Context: an optimization exercise on an open-source flow, tuned for small area. The choices shown serve that exercise and are no tape-out recipe.
In this exercise RTL edits were held to simulation tests only and were not proved equivalent to the original.
Power figures rest on the tool's default switching activity, not on a simulated workload.

Setup of run A:
==> flow/design.v <==
package mesh_pkg;
  localparam int ROWS   = 26;
  localparam int COLS   = 18;
  localparam int THRESH = 5;
  localparam int CELLS  = ROWS * COLS;
  function automatic int cell_index(input int r, input int c, input int cols);
    cell_index = r * cols + c;
  endfunction
  function automatic int west_of(input int k, input int cols);
    int r;
    int c;
    r = k / cols;
    c = k % cols;
    west_of = r * cols + ((c + cols - 1) % cols);
  endfunction
  function automatic int north_of(input int k, input int rows, input int cols);
    int r;
    int c;
    r = k / cols;
    c = k % cols;
    north_of = ((r + rows - 1) % rows) * cols + c;
  endfunction
endpackage
module mesh_cell (
  input  logic [1:0] i_own,
  input  logic [1:0] i_west,
  input  logic [1:0] i_north,
  output logic       o_flag_n
);
  logic w_p_n;
  logic w_q_n;
  mesh_ao32_n u_p (
    .i_a0 (i_own[0]), .i_a1 (i_west[0]), .i_a2 (i_north[0]),
    .i_b0 (i_west[1]), .i_b1 (i_north[1]),
    .o_y_n (w_p_n)
  );
  mesh_oa32_n u_q (
    .i_a0 (i_own[0]), .i_a1 (i_west[0]), .i_a2 (i_north[0]),
    .i_b0 (i_west[1]), .i_b1 (i_north[1]),
    .o_y_n (w_q_n)
  );
  mesh_maj_n u_maj (
    .i_p_n (w_p_n),
    .i_q_n (w_q_n),
    .i_c   (i_own[1]),
    .o_y_n (o_flag_n)
  );
endmodule
module mesh_ao32_n (
  input  logic i_a0, i_a1, i_a2, i_b0, i_b1,
  output logic o_y_n
);
  assign o_y_n = ~((i_a0 & i_a1 & i_a2) | (i_b0 & i_b1));
endmodule
module mesh_oa32_n (
  input  logic i_a0, i_a1, i_a2, i_b0, i_b1,
  output logic o_y_n
);
  assign o_y_n = ~((i_a0 | i_a1 | i_a2) & (i_b0 | i_b1));
endmodule
module mesh_maj_n (
  input  logic i_p_n, i_q_n, i_c,
  output logic o_y_n
);
  assign o_y_n = ~((~i_p_n & ~i_q_n) | (i_c & ~(i_p_n & i_q_n)));
endmodule
module mesh_or2 (
  input  logic i_a, i_b,
  output logic o_y
);
  assign o_y = i_a | i_b;
endmodule
module twobit_26x18_mesh #(
  parameter int ROWS   = mesh_pkg::ROWS,
  parameter int COLS   = mesh_pkg::COLS,
  parameter int THRESH = mesh_pkg::THRESH
) (
  input  logic                       clk,
  input  logic                       rst,
  input  logic [2*ROWS*COLS-1:0]     inp,
  output logic [ROWS*COLS-1:0]       out
);
  localparam int NCELLS = ROWS * COLS;
  logic [NCELLS-1:0][1:0] w_in;
  logic [NCELLS-1:0]      w_flags_n;
  logic [NCELLS-1:0]      r_flag_n_q;   
  logic [NCELLS-1:0]      r_out_q;
  logic                   r_rst_q;
  logic                   w_clr;
  assign w_in = inp;
  genvar gi, gj;
  generate
    for (gi = 0; gi < ROWS; gi++) begin : g_row
      for (gj = 0; gj < COLS; gj++) begin : g_col
        localparam int K  = mesh_pkg::cell_index(gi, gj, COLS);
        localparam int KW = mesh_pkg::west_of(K, COLS);
        localparam int KN = mesh_pkg::north_of(K, ROWS, COLS);
        mesh_cell u_cell (
          .i_own    (w_in[K]),
          .i_west   (w_in[KW]),
          .i_north  (w_in[KN]),
          .o_flag_n (w_flags_n[K])
        );
      end
    end
  endgenerate
  mesh_or2 u_clr (
    .i_a (rst),
    .i_b (r_rst_q),
    .o_y (w_clr)
  );
  always_ff @(posedge clk) begin
    r_rst_q    <= rst;
    r_flag_n_q <= w_flags_n;
    r_out_q    <= ~(r_flag_n_q | {NCELLS{w_clr}});
  end
  assign out = r_out_q;
endmodule
clock: 4.0 ns
lec_check: 0
cap_margin: 20
core_area: 5 5 395 395
die_area: 0 0 400 400
slew_margin: 20
synth_hierarchical: 1
standard.sh (not shown) runs the stock make flow with config.mk's settings and CLKGATE_MAP_FILE= SYNTH_SCRIPT=/design/flow/synth_recipe.tcl, a recipe that flattens the netlist after the stock synthesis.
==> flow/flow/run.sh <==
#!/bin/bash
# Own layout flow: the standard ORFS flow, with two changes.
#  1. Synthesis is synth_recipe.tcl unchanged except that ABC maps each module
#     for area with a plain "map -a" (flow/abc_map.script), so the small gate
#     modules of the RTL each become the one cell they describe.
#  2. The port buffers that ORFS inserts are the smallest buffer, buf_1.
#  3. The clock tree uses small clock buffers and no dummy loads.
# Each tool's full output goes to a log file of its own in this folder.
set -euo pipefail
W=$(pwd)
RES=$W/orfs/results/$FLOW_PLATFORM/twobit_26x18_mesh/base

cat > $W/own_synth.tcl <<EOT
proc abc {args} {
  set i [lsearch -exact \$args -script]
  if {\$i >= 0} { set args [lreplace \$args \$i [expr {\$i + 1}]] }
  set i [lsearch -exact \$args -D]
  if {\$i >= 0} { set args [lreplace \$args \$i [expr {\$i + 1}]] }
  yosys abc -script $W/flow/abc_map.script {*}\$args
}
source $W/synth_recipe.tcl
EOT

MK=(make -C "$FLOW_HOME" DESIGN_CONFIG="$W/config.mk" WORK_HOME="$W/orfs" CLKGATE_MAP_FILE=
    SYNTH_SCRIPT="$W/own_synth.tcl"
    "BUFFER_PORTS_ARGS=-buffer_cell sky130_fd_sc_hd__buf_1"
    "CTS_ARGS=-sink_clustering_enable -repair_clock_nets -dont_use_dummy_load -buf_list {sky130_fd_sc_hd__clkbuf_8} -sink_clustering_size 16 -sink_clustering_max_diameter 50")

"${MK[@]}" synth > "$W/synth.log" 2>&1
"${MK[@]}" finish > "$W/layout.log" 2>&1

: # left out here: write the final layout as DEF
==> flow/flow/abc_map.script <==
strash
map -a
topo
stime -c
Changes in run B relative to run A:
- a change of DIE_AREA from 0 0 400 400 to 0 0 280 280
- a change of CORE_AREA from 5 5 395 395 to 5 5 275 275
--- a/flow/flow/run.sh
+++ b/flow/flow/run.sh
@@ -1,3 +1,3 @@
 #!/bin/bash
-# Own layout flow: the standard ORFS flow, with two changes.
+# Own layout flow: the standard ORFS flow, with these changes.
 #  1. Synthesis is synth_recipe.tcl unchanged except that ABC maps each module
@@ -7,2 +7,3 @@
 #  3. The clock tree uses small clock buffers and no dummy loads.
+#  4. IO pins may sit one routing track apart, so the die can be smaller.
 # Each tool's full output goes to a log file of its own in this folder.
@@ -26,3 +27,4 @@
     "BUFFER_PORTS_ARGS=-buffer_cell sky130_fd_sc_hd__buf_1"
-    "CTS_ARGS=-sink_clustering_enable -repair_clock_nets -dont_use_dummy_load -buf_list {sky130_fd_sc_hd__clkbuf_8} -sink_clustering_size 16 -sink_clustering_max_diameter 50")
+    "PLACE_PINS_ARGS=-min_distance 1 -min_distance_in_tracks"
+    "CTS_ARGS=-sink_clustering_enable -repair_clock_nets -dont_use_dummy_load -buf_list {sky130_fd_sc_hd__clkbuf_4} -sink_clustering_size 10 -sink_clustering_max_diameter 30")
 
Notes after the runs:
Run comparison: run B worst setup path startpoint r_out_q[252]$_DFF_P_; run A worst setup path startpoint r_out_q[211]$_DFF_P_. Run A ended up with out[211] as its end of the critical path; run B ended up with out[252]. Run A and run B ended up with roughly the same count of cells along the worst register-to-register path. Run B vs run A, synthesis-to-finish area growth went down by 1.8 points. For run B, the path category of the worst min-delay check was in2reg, unlike run A, where it was reg2reg. Changes observed in run B relative to run A: data arrival time at the worst-slack endpoint increased by 0.08 ns relative to the old numbers; area of all placed cells without fillers now smaller.
Edits applied to the flow inputs when going from run B to run C:
--- a/flow/flow/run.sh
+++ b/flow/flow/run.sh
@@ -28,3 +28,3 @@
     "PLACE_PINS_ARGS=-min_distance 1 -min_distance_in_tracks"
-    "CTS_ARGS=-sink_clustering_enable -repair_clock_nets -dont_use_dummy_load -buf_list {sky130_fd_sc_hd__clkbuf_4} -sink_clustering_size 10 -sink_clustering_max_diameter 30")
+    "CTS_ARGS=-sink_clustering_enable -repair_clock_nets -dont_use_dummy_load -buf_list {sky130_fd_sc_hd__clkbuf_8} -sink_clustering_size 16 -sink_clustering_max_diameter 50")
 
In run C the clock latency reported for the late side of the worst-skew pair turned out 0.41 ns lower than in run B.
Run C reports its critical path launch point as r_out_q[217]$_DFF_P_ while run B reports r_out_q[252]$_DFF_P_.
Highest attainable clock frequency ends up higher on run C.
Of run B and run C, run C shows the higher smallest hold slack, with run B below it.
Design area of run C falls short of that of run B slightly.
Looking at worst setup slack across run B and run C, the one that comes out lower is run B.
Run B → run C: layout net count went down; internal power of the cells rose 50 uW; number of ordinary and repair buffers in the finished layout went down 71.
Here is what was changed in the inputs of run D compared with run C.
--- a/flow/flow/run.sh
+++ b/flow/flow/run.sh
@@ -28,3 +28,3 @@
     "PLACE_PINS_ARGS=-min_distance 1 -min_distance_in_tracks"
-    "CTS_ARGS=-sink_clustering_enable -repair_clock_nets -dont_use_dummy_load -buf_list {sky130_fd_sc_hd__clkbuf_8} -sink_clustering_size 16 -sink_clustering_max_diameter 50")
+    "CTS_ARGS=-sink_clustering_enable -repair_clock_nets -dont_use_dummy_load -buf_list {sky130_fd_sc_hd__clkbuf_8} -sink_clustering_size 24 -sink_clustering_max_diameter 40")
 
### Flow results
Delta (run D minus run C): utilization after layout saw an increase, global-route wire length before repair saw an increase, maximum cell stage delay along the critical path saw an increase. Run D vs run C, sum of routed wire length over all layers went up by about 0.54%. Maximum operating frequency (lower): run D. Comparing run C against run D, there is no change at all in area used by multi-input combinational logic. Compared with run C, run D shows a higher first-iteration DRC count.


Setup of v35:
RTL: the design.v shown in full above, as it stands there.
clock: 4.0 ns
lec_check: 0
cap_margin: 20
core_area: 5 5 295 295
die_area: 0 0 300 300
slew_margin: 20
synth_hierarchical: 1
==> flow/flow/run.sh <==
#!/bin/bash
# Own layout flow: the standard ORFS flow, with two changes.
#  1. Synthesis is synth_recipe.tcl unchanged except that ABC maps each module
#     for area with a plain "map -a" (flow/abc_map.script), so the small gate
#     modules of the RTL each become the one cell they describe.
#  2. The port buffers that ORFS inserts are the smallest buffer, buf_1.
# Each tool's full output goes to a log file of its own in this folder.
set -euo pipefail
W=$(pwd)
RES=$W/orfs/results/$FLOW_PLATFORM/twobit_26x18_mesh/base

cat > $W/own_synth.tcl <<EOT
proc abc {args} {
  set i [lsearch -exact \$args -script]
  if {\$i >= 0} { set args [lreplace \$args \$i [expr {\$i + 1}]] }
  set i [lsearch -exact \$args -D]
  if {\$i >= 0} { set args [lreplace \$args \$i [expr {\$i + 1}]] }
  yosys abc -script $W/flow/abc_map.script {*}\$args
}
source $W/synth_recipe.tcl
EOT

MK=(make -C "$FLOW_HOME" DESIGN_CONFIG="$W/config.mk" WORK_HOME="$W/orfs" CLKGATE_MAP_FILE=
    SYNTH_SCRIPT="$W/own_synth.tcl"
    "BUFFER_PORTS_ARGS=-buffer_cell sky130_fd_sc_hd__buf_1")

"${MK[@]}" synth > "$W/synth.log" 2>&1
"${MK[@]}" finish > "$W/layout.log" 2>&1

: # left out here: write the final layout as DEF
Scripts as last shown in full above: flow/flow/abc_map.script
v35 did not make it past I/O pin placement, where a tool error ended it.
Input-level comparison between v25 and v35:
diff --git a/flow/flow/run.sh b/flow/flow/run.sh
--- a/flow/flow/run.sh
+++ b/flow/flow/run.sh
@@ -6,2 +6,3 @@
 #  2. The port buffers that ORFS inserts are the smallest buffer, buf_1.
+#  3. The clock tree uses small clock buffers and no dummy loads.
 # Each tool's full output goes to a log file of its own in this folder.
@@ -24,3 +25,4 @@
     SYNTH_SCRIPT="$W/own_synth.tcl"
-    "BUFFER_PORTS_ARGS=-buffer_cell sky130_fd_sc_hd__buf_1")
+    "BUFFER_PORTS_ARGS=-buffer_cell sky130_fd_sc_hd__buf_1"
+    "CTS_ARGS=-sink_clustering_enable -repair_clock_nets -dont_use_dummy_load -buf_list {sky130_fd_sc_hd__clkbuf_8} -sink_clustering_size 12 -sink_clustering_max_diameter 40")
 
diff --git a/flow/config.mk b/flow/config.mk
--- a/flow/config.mk
+++ b/flow/config.mk
@@ -8,4 +8,4 @@
 export CAP_MARGIN = 20
-export CORE_AREA = 5 5 295 295
-export DIE_AREA = 0 0 300 300
+export CORE_AREA = 5 5 395 395
+export DIE_AREA = 0 0 400 400
 export SLEW_MARGIN = 20
Notes after the runs:
No stage failed in v25, and the final checks on the layout all came back clean. From v35 to v25, share of synthesized registers carrying an async set or reset did not move at all. Re summed instance area of the synthesized netlist: no difference whatsoever between v25 and v35. Summary — overall die height, v25 relative to v35: higher, by 33%. v35 -> v25: chip width increased by more than a quarter. Across both runs, starting density of the core was lower for v25 than for v35.
## Diff of input files: v55 against v25
diff --git a/flow/flow/run.sh b/flow/flow/run.sh
--- a/flow/flow/run.sh
+++ b/flow/flow/run.sh
@@ -26,3 +26,4 @@
     "BUFFER_PORTS_ARGS=-buffer_cell sky130_fd_sc_hd__buf_1"
-    "CTS_ARGS=-sink_clustering_enable -repair_clock_nets -dont_use_dummy_load -buf_list {sky130_fd_sc_hd__clkbuf_8} -sink_clustering_size 12 -sink_clustering_max_diameter 40")
+    "PLACE_PINS_ARGS=-min_distance 1 -min_distance_in_tracks"
+    "CTS_ARGS=-sink_clustering_enable -repair_clock_nets -dont_use_dummy_load -buf_list {sky130_fd_sc_hd__clkbuf_8} -sink_clustering_size 16 -sink_clustering_max_diameter 50")
 
diff --git a/flow/config.mk b/flow/config.mk
--- a/flow/config.mk
+++ b/flow/config.mk
@@ -8,4 +8,4 @@
 export CAP_MARGIN = 20
-export CORE_AREA = 5 5 395 395
-export DIE_AREA = 0 0 400 400
+export CORE_AREA = 5 5 275 275
+export DIE_AREA = 0 0 280 280
 export SLEW_MARGIN = 20
Results
Count of plain and timing-repair buffers in the layout: v55 < v25
The critical path capture point comes out out[217] in one run and out[211] in the other, namely in v55 and v25 respectively.
met2 layer usage reported by global route was higher in v55 than in v25.
Filler-free cell count of the finished design, v25 and v55: higher on v25
Compared with v25, v55 shows a lower first-pass GRT wire length.
v25 → v55: starting density of the core went up; worst path setup slack after routing went up; post-route cell area went down; total setup violations reported at the end of the flow did not really move; critical path depth did not really move.

separate check: timing with driven ports:
The flow's constraints put no driver on any port. The routed layouts listed below were extracted and timed again, unchanged, in two steps. Step 1 (the two cells are an assumption about what drives the block):
set clk [get_ports {clk}]
set_driving_cell -lib_cell sky130_fd_sc_hd__clkbuf_16 $clk
set_driving_cell -lib_cell sky130_fd_sc_hd__buf_2 [delete_from_list [all_inputs] $clk]
Step 2 moves the port delays by t, midway between the first and last clock arrival at a register: inputs arrive t later, outputs are due t later. That takes back most of the time a late clock gives input paths. Slacks: ideal ports / drivers / drivers and shift; pairs: ideal ports / drivers.
run	shift t [ns]	slack for setup (ns)	worst slew at a driven data input, ns	cell pins on the clock port's net
run A	0.866	1.418 / 1.342 / 0.965	0.21	1
run B	1.109	1.339 / 1.273 / 1.283	0.22	1
run C	0.761	1.651 / 1.585 / 1.865	0.23	1
run D	0.827	1.553 / 1.485 / 1.870	0.24	1
v25	0.892	1.437 / 1.362 / 1.013	0.21	1
v55	0.761	1.651 / 1.585 / 1.865	0.23	1
After both steps setup and hold are still met in every run listed. The setup slack of run A, which loses most, moves by -0.076 ns with the drivers and by -0.453 ns with both steps.
